Context: an optimization exercise on an open-source flow, tuned for a short achievable clock period and few clock cycles. The choices shown serve that exercise and are no tape-out recipe.
The RTL was checked by simulation tests, not by an equivalence proof against the original design.

==> inputs of trial 17 <==
==> flow/design.v (excerpt) <==
module midi_note_slot_allocator #(
    parameter int NUM_SLOTS = nsa_pkg::NUM_SLOTS_DEF
) (
    input  logic        clk,
    input  logic        rst_n,
    input  logic        s_tvalid,
    output logic        s_tready,
    input  logic [63:0] s_tdata,
    input  logic [1:0]  s_tuser,
    output logic        m_tvalid,
    input  logic        m_tready,
    output logic [63:0] m_tdata,
    output logic [0:0]  m_tuser,
    output logic        m_tlast,
    input  logic        cfg_we,
    input  logic [1:0]  cfg_wdata
);
==> module midi_note_slot_allocator, before the edit <==
module midi_note_slot_allocator #(
    parameter int NUM_SLOTS = nsa_pkg::NUM_SLOTS_DEF
) (
    input  logic        clk,
    input  logic        rst_n,
    input  logic        s_tvalid,
    output logic        s_tready,
    input  logic [63:0] s_tdata,
    input  logic [1:0]  s_tuser,
    output logic        m_tvalid,
    input  logic        m_tready,
    output logic [63:0] m_tdata,
    output logic [0:0]  m_tuser,
    output logic        m_tlast,
    input  logic        cfg_we,
    input  logic [1:0]  cfg_wdata
);
    logic [1:0]  port_en_reg;
    logic [65:0] in_reg;
    logic        in_v;
    logic        rdy_reg;
    logic [65:0] q0, q1;
    logic [1:0]  q_cnt, q_cnt_next;
    logic        take, deq, enq;
    logic        res_valid;
    logic [65:0] res;
    logic        space_reg;
    logic [65:0] out_reg;
    logic        out_v;
    logic [65:0] f0, f1, f2;
    logic [1:0]  f_cnt, f_cnt_next;
    logic [1:0]  f_rp, f_wp, f_rp_next;
    logic        pop;
    logic [65:0] head_next;
    logic        making;
    assign s_tready = rdy_reg;
    always_ff @(posedge clk)
    begin
        in_reg <= {s_tuser, s_tdata};
    end
    assign deq        = take && (q_cnt != 2'd0);
    assign enq        = in_v && !(take && (q_cnt == 2'd0));
    assign q_cnt_next = q_cnt + {1'b0, enq} - {1'b0, deq};
    always_ff @(posedge clk or negedge rst_n)
    begin
        if (!rst_n)
        begin
            port_en_reg <= '0;
            in_v        <= 1'b0;
            q_cnt       <= '0;
        end
        else
        begin
            if (cfg_we)
                port_en_reg <= cfg_wdata;
            in_v    <= s_tvalid && rdy_reg;
            q_cnt   <= q_cnt_next;
        end
    end
    always_ff @(posedge clk)
    begin
        rdy_reg <= (q_cnt_next == 2'd0)
                   || ((q_cnt_next == 2'd1) && !(s_tvalid && rdy_reg));
    end
    always_ff @(posedge clk)
    begin
        if (deq)
        begin
            q0 <= (q_cnt == 2'd2) ? q1 : in_reg;
            q1 <= in_reg;
        end
        else if (enq)
        begin
            if (q_cnt == 2'd0)
                q0 <= in_reg;
            q1 <= in_reg;
        end
    end
    nsa_ctrl #(.NUM_SLOTS(NUM_SLOTS)) u_ctrl (
        .clk          (clk),
        .rst_n        (rst_n),
        .in_valid     ((q_cnt != 2'd0) || in_v),
        .in_data      ((q_cnt != 2'd0) ? q0 : in_reg),
        .in_take      (take),
        .port_enabled (port_en_reg),
        .out_space    (space_reg),
        .making       (making),
        .res_valid    (res_valid),
        .res          (res)
    );
    assign pop        = (f_cnt != 2'd0) && m_tready;
    assign f_cnt_next = f_cnt + {1'b0, res_valid} - {1'b0, pop};
    assign f_rp_next  = !pop ? f_rp : ((f_rp == 2'd2) ? 2'd0 : f_rp + 2'd1);
    always_comb
    begin
        if ((f_cnt == 2'd0) || ((f_cnt == 2'd1) && pop))
            head_next = res;
        else
        begin
            case (f_rp_next)
                2'd0:    head_next = f0;
                2'd1:    head_next = f1;
                default: head_next = f2;
            endcase
        end
    end
    always_ff @(posedge clk or negedge rst_n)
    begin
        if (!rst_n)
        begin
            out_v      <= 1'b0;
            f_cnt     <= '0;
            f_rp      <= '0;
            f_wp      <= '0;
            space_reg <= 1'b1;
        end
        else
        begin
            out_v      <= (f_cnt_next != 2'd0);
            f_cnt <= f_cnt_next;
            f_rp  <= f_rp_next;
            if (res_valid)
                f_wp <= (f_wp == 2'd2) ? 2'd0 : f_wp + 2'd1;
            space_reg <= ({1'b0, f_cnt_next} + {1'b0, making}) <= 3'd2;
        end
    end
    always_ff @(posedge clk)
    begin
        out_reg <= head_next;
        if (res_valid)
        begin
            case (f_wp)
                2'd0:    f0 <= res;
                2'd1:    f1 <= res;
                default: f2 <= res;
            endcase
        end
    end
    assign m_tvalid = out_v;
    assign m_tdata  = out_reg[63:0];
    assign m_tuser  = out_reg[64];
    assign m_tlast  = out_reg[65];
endmodule
Settings: LEC_CHECK=0, ABC_CLOCK_PERIOD_IN_PS=2000, CAP_MARGIN=35, CORE_MARGIN=2, CORE_UTILIZATION=55, GPL_TIMING_DRIVEN=1, SETUP_SLACK_MARGIN=4.8, SLEW_MARGIN=35, TNS_END_PERCENT=50; clock period 7.5 ns.
run.sh (not shown) runs the stock make flow with config.mk's settings and CLKGATE_MAP_FILE= SYNTH_SCRIPT=/design/flow/synth_recipe.tcl, a recipe that flattens the netlist after the stock synthesis.
==> build 18: changes against trial 17 <==
--- a/flow/design.v
+++ b/flow/design.v
@@ -105,16 +105,15 @@
     localparam int LV = $clog2(N);
     logic [5:0]   ring_slot [N];
     logic [11:0]  ring_info [N];     
     logic [N-1:0] pos_used;
     logic [N:0]   used_ext;
     logic         h_v, a_v, b_v, x_v;
     logic [65:0]  h_op, a_op, b_op, x_op;
-    logic [N-1:0] a_e, b_g, x_g;
-    logic [N-1:0] x_e;              
+    logic [N-1:0] a_e, b_e, b_g, x_e, x_g;
     assign used_ext = {1'b0, pos_used};
     logic [1:0]   x_kind;
     logic         x_play, x_stop, x_cc, x_all;
     logic         go, x_done, do_play, port_ok;
     logic [5:0]   rel_slot;
     logic [N-1:0] sh, ld, bz, at_free;
     assign x_kind = x_op[65:64];
@@ -142,19 +141,19 @@
     assign load_x  = !x_v || x_done;
     assign adv_b   = load_x || !b_v;
     assign adv_a   = adv_b || !a_v;
     assign adv_h   = adv_a || !h_v;
     assign in_take = adv_h;
     logic [N-1:0] eq_h;
     logic         same_h, same_a, same_b;
-    logic [N-1:0] e_a_c, g_b_c, pre_a, g_a_c;
+    logic [N-1:0] e_a_c, e_b_c, g_b_c, pre_a, g_a_c;
     logic sx_h, sx_a, sx_b;
     assign same_h = x_all ? eq_h[0] : sx_h;
     assign same_a = x_all ? a_e[0]  : sx_a;
-    assign same_b = x_all ? b_g[0]  : sx_b;
+    assign same_b = x_all ? b_e[0]  : sx_b;
     always_ff @(posedge clk)
     begin
         if (load_x)
         begin
             sx_b <= (b_op[31:26] == a_op[31:26]);
             sx_a <= (b_op[31:26] == h_op[31:26]);
             sx_h <= (b_op[31:26] == in_data[31:26]);
@@ -195,21 +194,23 @@
     begin
         for (int i = 0; i < N; i++)
         begin
             if (sh[i])
             begin
                 e_h_c[i] = eq_h[(i + 1) % N];
                 e_a_c[i] = a_e[(i + 1) % N];
+                e_b_c[i] = b_e[(i + 1) % N];
                 g_a_c[i] = pre_a[(i + 1) % N] && !same_a;
                 g_b_c[i] = b_g[(i + 1) % N] && !same_b;
             end
             else
             begin
                 e_h_c[i] = ld[i] ? same_h : eq_h[i];
                 e_a_c[i] = ld[i] ? same_a : a_e[i];
+                e_b_c[i] = ld[i] ? same_b : b_e[i];
                 g_a_c[i] = pre_a[i] || (same_a && bz[i]);
                 g_b_c[i] = b_g[i] || (same_b && bz[i]);
             end
         end
     end
     always_ff @(posedge clk or negedge rst_n)
     begin
@@ -244,36 +245,42 @@
         else
         begin
             a_e  <= e_a_c;
         end
         if (adv_b)
         begin
             b_op <= a_op;
+            b_e  <= e_a_c;
             b_g  <= g_a_c;
         end
         else
         begin
+            b_e  <= e_b_c;
             b_g  <= g_b_c;
         end
         if (load_x)
         begin
             x_op <= b_op;
             if (b_op[65:64] == 2'd3)
+            begin
+                x_e <= {{(N-1){1'b0}}, 1'b1};
                 x_g <= '1;
+            end
             else if (b_op[65:64] == 2'd1)
+            begin
+                x_e <= e_b_c;
                 x_g <= g_b_c;
+            end
             else
+            begin
+                x_e <= e_b_c;
                 x_g <= '0;
+            end
         end
     end
-    always_comb
-    begin
-        for (int i = 0; i < N; i++)
-            x_e[i] = x_g[i] && ((i == 0) ? 1'b1 : !x_g[(i == 0) ? 0 : i - 1]);
-    end
     always_ff @(posedge clk or negedge rst_n)
     begin
         if (!rst_n)
         begin
             pos_used <= '0;
             for (int i = 0; i < N; i++)
                 ring_slot[i] <= 6'(i);
@@ -299,78 +306,56 @@
         begin
             if (sh[i])
                 ring_info[i] <= ring_info[(i + 1) % N];
             else if (do_play && at_free[i])
                 ring_info[i] <= {x_op[4:1], x_op[11:5], x_op[0]};
         end
     end
-    localparam int NG = 8;
-    localparam int GS = N / NG;
-    logic [5:0]  front_part [NG];
-    logic [11:0] info_part  [NG];
-    logic [NG-1:0] hit_part;
+    logic [5:0]  front_slot;
+    logic [11:0] rel_info;
+    logic        hit;
     always_comb
     begin
-        for (int g = 0; g < NG; g++)
+        front_slot = '0;
+        rel_info   = '0;
+        for (int i = 0; i < N; i++)
         begin
-            front_part[g] = '0;
-            info_part[g]  = '0;
-            hit_part[g]   = 1'b0;
-            for (int j = 0; j < GS; j++)
-            begin
-                front_part[g] = front_part[g] | (ring_slot[g*GS+j] & {6{at_free[g*GS+j]}});
-                info_part[g]  = info_part[g]  | (ring_info[g*GS+j] & {12{x_e[g*GS+j]}});
-                hit_part[g]   = hit_part[g]   | (x_g[g*GS+j] & pos_used[g*GS+j]);
-            end
+            front_slot = front_slot | (ring_slot[i] & {6{at_free[i]}});
+            rel_info   = rel_info   | (ring_info[i] & {12{x_e[i]}});
         end
     end
+    assign hit = |(x_g & pos_used);
     logic        w_play, w_stop, w_cc, w_all;
-    logic        w_port_ok, w_full, w_last_all;
+    logic        w_port_ok, w_full, w_hit, w_last_all;
     logic [65:0] w_op;
-    logic [5:0]  w_rel_slot;
-    logic [5:0]  w_front_p [NG];
-    logic [11:0] w_info_p  [NG];
-    logic [NG-1:0] w_hit_p;
-    logic        w_hit;
-    logic [5:0]  w_front;
+    logic [5:0]  w_front, w_rel_slot;
     logic [11:0] w_rel_info;
     always_ff @(posedge clk or negedge rst_n)
     begin
         if (!rst_n)
             res_valid <= 1'b0;
         else
             res_valid <= go;
     end
     always_ff @(posedge clk)
     begin
-        w_op       <= x_op;
-        w_play     <= x_play;
-        w_stop     <= x_stop;
-        w_cc       <= x_cc;
-        w_all      <= x_all;
-        w_port_ok  <= port_ok;
-        w_full     <= pos_used[N-1];
-        w_last_all <= !pos_used[1];
-        w_rel_slot <= rel_slot;
-        w_hit_p    <= hit_part;
-        for (int g = 0; g < NG; g++)
-        begin
-            w_front_p[g] <= front_part[g];
-            w_info_p[g]  <= info_part[g];
-        end
-    end
-    always_comb
-    begin
-        w_hit      = |w_hit_p;
-        w_front    = '0;
-        w_rel_info = '0;
-        for (int g = 0; g < NG; g++)
+        if (go)
         begin
-            w_front    = w_front | w_front_p[g];
-            w_rel_info = w_rel_info | w_info_p[g];
+            w_op       <= x_op;
+            w_play     <= x_play;
+            w_stop     <= x_stop;
+            w_cc       <= x_cc;
+            w_all      <= x_all;
+            w_port_ok  <= port_ok;
+            w_full     <= pos_used[N-1];
+            w_hit      <= hit;
+            w_last_all <= !pos_used[1];
+            w_front    <= front_slot;
+            w_rel_slot <= rel_slot;
+            w_rel_info <= rel_info;
         end
     end
     logic        r_sv;
     logic [7:0]  r_status;
     logic [6:0]  r_d1, r_d2;
     logic        r_port;
     logic [5:0]  r_handle;
@@ -505,15 +490,15 @@
         .in_take      (take),
         .port_enabled (port_en_reg),
         .out_space    (space_reg),
         .making       (making),
         .res_valid    (res_valid),
         .res          (res)
     );
-    assign pop        = (f_cnt != 2'd0) && m_tready;
+    assign pop        = out_v && m_tready;
     assign f_cnt_next = f_cnt + {1'b0, res_valid} - {1'b0, pop};
     assign f_rp_next  = !pop ? f_rp : ((f_rp == 2'd2) ? 2'd0 : f_rp + 2'd1);
     always_comb
     begin
         if ((f_cnt == 2'd0) || ((f_cnt == 2'd1) && pop))
             head_next = res;
         else
@@ -525,23 +510,23 @@
             endcase
         end
     end
     always_ff @(posedge clk or negedge rst_n)
     begin
         if (!rst_n)
         begin
-            out_v      <= 1'b0;
+            out_v     <= 1'b0;
             f_cnt     <= '0;
             f_rp      <= '0;
             f_wp      <= '0;
             space_reg <= 1'b1;
         end
         else
         begin
-            out_v      <= (f_cnt_next != 2'd0);
+            out_v <= (f_cnt_next != 2'd0);
             f_cnt <= f_cnt_next;
             f_rp  <= f_rp_next;
             if (res_valid)
                 f_wp <= (f_wp == 2'd2) ? 2'd0 : f_wp + 2'd1;
             space_reg <= ({1'b0, f_cnt_next} + {1'b0, making}) <= 3'd2;
         end
     end
==> flow/config.mk (replaced) <==
export PLATFORM = sky130hd
export DESIGN_NAME = midi_note_slot_allocator
export DESIGN_NICKNAME = midi_note_slot_allocator
export VERILOG_FILES = /design/flow/design.v
export SDC_FILE = /design/flow/constraint.sdc
export NUM_CORES = 4
export LEC_CHECK = 0
export ABC_CLOCK_PERIOD_IN_PS = 2000
export CAP_MARGIN = 35
export CELL_PAD_IN_SITES_DETAIL_PLACEMENT = 1
export CELL_PAD_IN_SITES_GLOBAL_PLACEMENT = 2
export CORE_MARGIN = 2
export CORE_UTILIZATION = 35
export GPL_ROUTABILITY_DRIVEN = 1
export GPL_TIMING_DRIVEN = 1
export PLACE_DENSITY = 0.45
export SETUP_SLACK_MARGIN = 4.6
export SLEW_MARGIN = 35
export TNS_END_PERCENT = 20
==> trial 64: changes against trial 17 <==
--- a/flow/config.mk
+++ b/flow/config.mk
@@ -5,11 +5,13 @@
 export SDC_FILE = /design/flow/constraint.sdc
 export NUM_CORES = 4
 export LEC_CHECK = 0
 export ABC_CLOCK_PERIOD_IN_PS = 2000
 export CAP_MARGIN = 35
 export CORE_MARGIN = 2
 export CORE_UTILIZATION = 55
+export CTS_CLUSTER_DIAMETER = 80
+export CTS_CLUSTER_SIZE = 24
 export GPL_TIMING_DRIVEN = 1
 export SETUP_SLACK_MARGIN = 4.8
 export SLEW_MARGIN = 35
 export TNS_END_PERCENT = 50
==> build 25: changes against trial 17 <==
--- a/flow/design.v
+++ b/flow/design.v
@@ -505,15 +505,15 @@
         .in_take      (take),
         .port_enabled (port_en_reg),
         .out_space    (space_reg),
         .making       (making),
         .res_valid    (res_valid),
         .res          (res)
     );
-    assign pop        = (f_cnt != 2'd0) && m_tready;
+    assign pop        = out_v && m_tready;
     assign f_cnt_next = f_cnt + {1'b0, res_valid} - {1'b0, pop};
     assign f_rp_next  = !pop ? f_rp : ((f_rp == 2'd2) ? 2'd0 : f_rp + 2'd1);
     always_comb
     begin
         if ((f_cnt == 2'd0) || ((f_cnt == 2'd1) && pop))
             head_next = res;
         else
@@ -525,23 +525,23 @@
             endcase
         end
     end
     always_ff @(posedge clk or negedge rst_n)
     begin
         if (!rst_n)
         begin
-            out_v      <= 1'b0;
+            out_v     <= 1'b0;
             f_cnt     <= '0;
             f_rp      <= '0;
             f_wp      <= '0;
             space_reg <= 1'b1;
         end
         else
         begin
-            out_v      <= (f_cnt_next != 2'd0);
+            out_v <= (f_cnt_next != 2'd0);
             f_cnt <= f_cnt_next;
             f_rp  <= f_rp_next;
             if (res_valid)
                 f_wp <= (f_wp == 2'd2) ? 2'd0 : f_wp + 2'd1;
             space_reg <= ({1'b0, f_cnt_next} + {1'b0, making}) <= 3'd2;
         end
     end
==> flow/config.mk (replaced) <==
export PLATFORM = sky130hd
export DESIGN_NAME = midi_note_slot_allocator
export DESIGN_NICKNAME = midi_note_slot_allocator
export VERILOG_FILES = /design/flow/design.v
export SDC_FILE = /design/flow/constraint.sdc
export NUM_CORES = 4
export LEC_CHECK = 0
export ABC_CLOCK_PERIOD_IN_PS = 2000
export CAP_MARGIN = 35
export CORE_MARGIN = 2
export CORE_UTILIZATION = 50
export GPL_TIMING_DRIVEN = 1
export SETUP_SLACK_MARGIN = 4.7
export SLEW_MARGIN = 35
export TNS_END_PERCENT = 50
==> impl_metrics.env <==
export IMPL_status="no timing/DRC/antenna violations"
export IMPL_clock_path_buffers=4
export IMPL_cts_max_level=5
export IMPL_bufAreaShareNonClock_pct=2.98
export IMPL_vias=85100
export IMPL_inv_count=106
export IMPL_ys_seq_area_share_pct=58.4
export IMPL_crit_cells=1
export IMPL_dp_cells=12400
(the above is from build 25)
==> impl_metrics.env <==
export IMPL_ys_seq_area_share_pct=58.1
export IMPL_dp_cells=12300
export IMPL_cts_max_level=4
export IMPL_status="no timing/DRC/antenna violations"
export IMPL_vias=86300
export IMPL_clock_path_buffers=3
export IMPL_bufAreaShareNonClock_pct=3.91
export IMPL_inv_count=72
(the above is from trial 64)
==> impl_metrics.env <==
export IMPL_bufAreaShareNonClock_pct=3.67
export IMPL_cts_max_level=5
export IMPL_clock_path_buffers=4
export IMPL_status="no timing/DRC/antenna violations"
export IMPL_inv_count=72
export IMPL_vias=87500
export IMPL_ys_seq_area_share_pct=58.1
(the above is from trial 17)
==> impl_metrics.env <==
export IMPL_dp_cells=14400
export IMPL_crit_cells=5
export IMPL_status="no timing/DRC/antenna violations"
export IMPL_cts_max_level=5
(the above is from build 18)
Testbench counts of trial 17, summed over its fixed seeds: cycles 12,670.
Testbench counts of build 18, summed over its fixed seeds: cycles 12,670.
Testbench counts of trial 64, summed over its fixed seeds: cycles 12,670.
Testbench counts of build 25, summed over its fixed seeds: cycles 12,670.

afterwards: timing with drivers on the ports:
In the flow no input, the clock included, has a driving cell. The finished layouts below were timed again as built, in two steps.
Step 1, drivers: a clkbuf_16 drives clk and a buf_2 each remaining input, both assumed.
Step 2 adds t to the input delays and takes it off the output delays; t is the mean of the earliest and latest rising clock arrival at the registers after step 1. Input paths then give back, and output paths get back, about the clock's delay inside the block.
a / b / c = ideal ports / drivers / drivers and shift; a / b = the first two.
run	t (ns)	setup WS [ns]	worst setup path after step 2	clock arrival spread, ns
trial 17	0.984	4.538 / 4.448 / 3.911	input to register	0.058 / 0.058
build 18	1.047	4.150 / 4.150 / 3.716	input to register	0.049 / 0.049
trial 64	0.947	4.532 / 4.441 / 3.900	input to register	0.045 / 0.045
build 25	0.993	4.446 / 4.355 / 3.851	input to register	0.051 / 0.051
After both steps every run listed still meets setup and hold. For trial 64, which loses most, drivers alone change the setup slack by -0.091 ns; drivers and shift together by -0.632 ns.
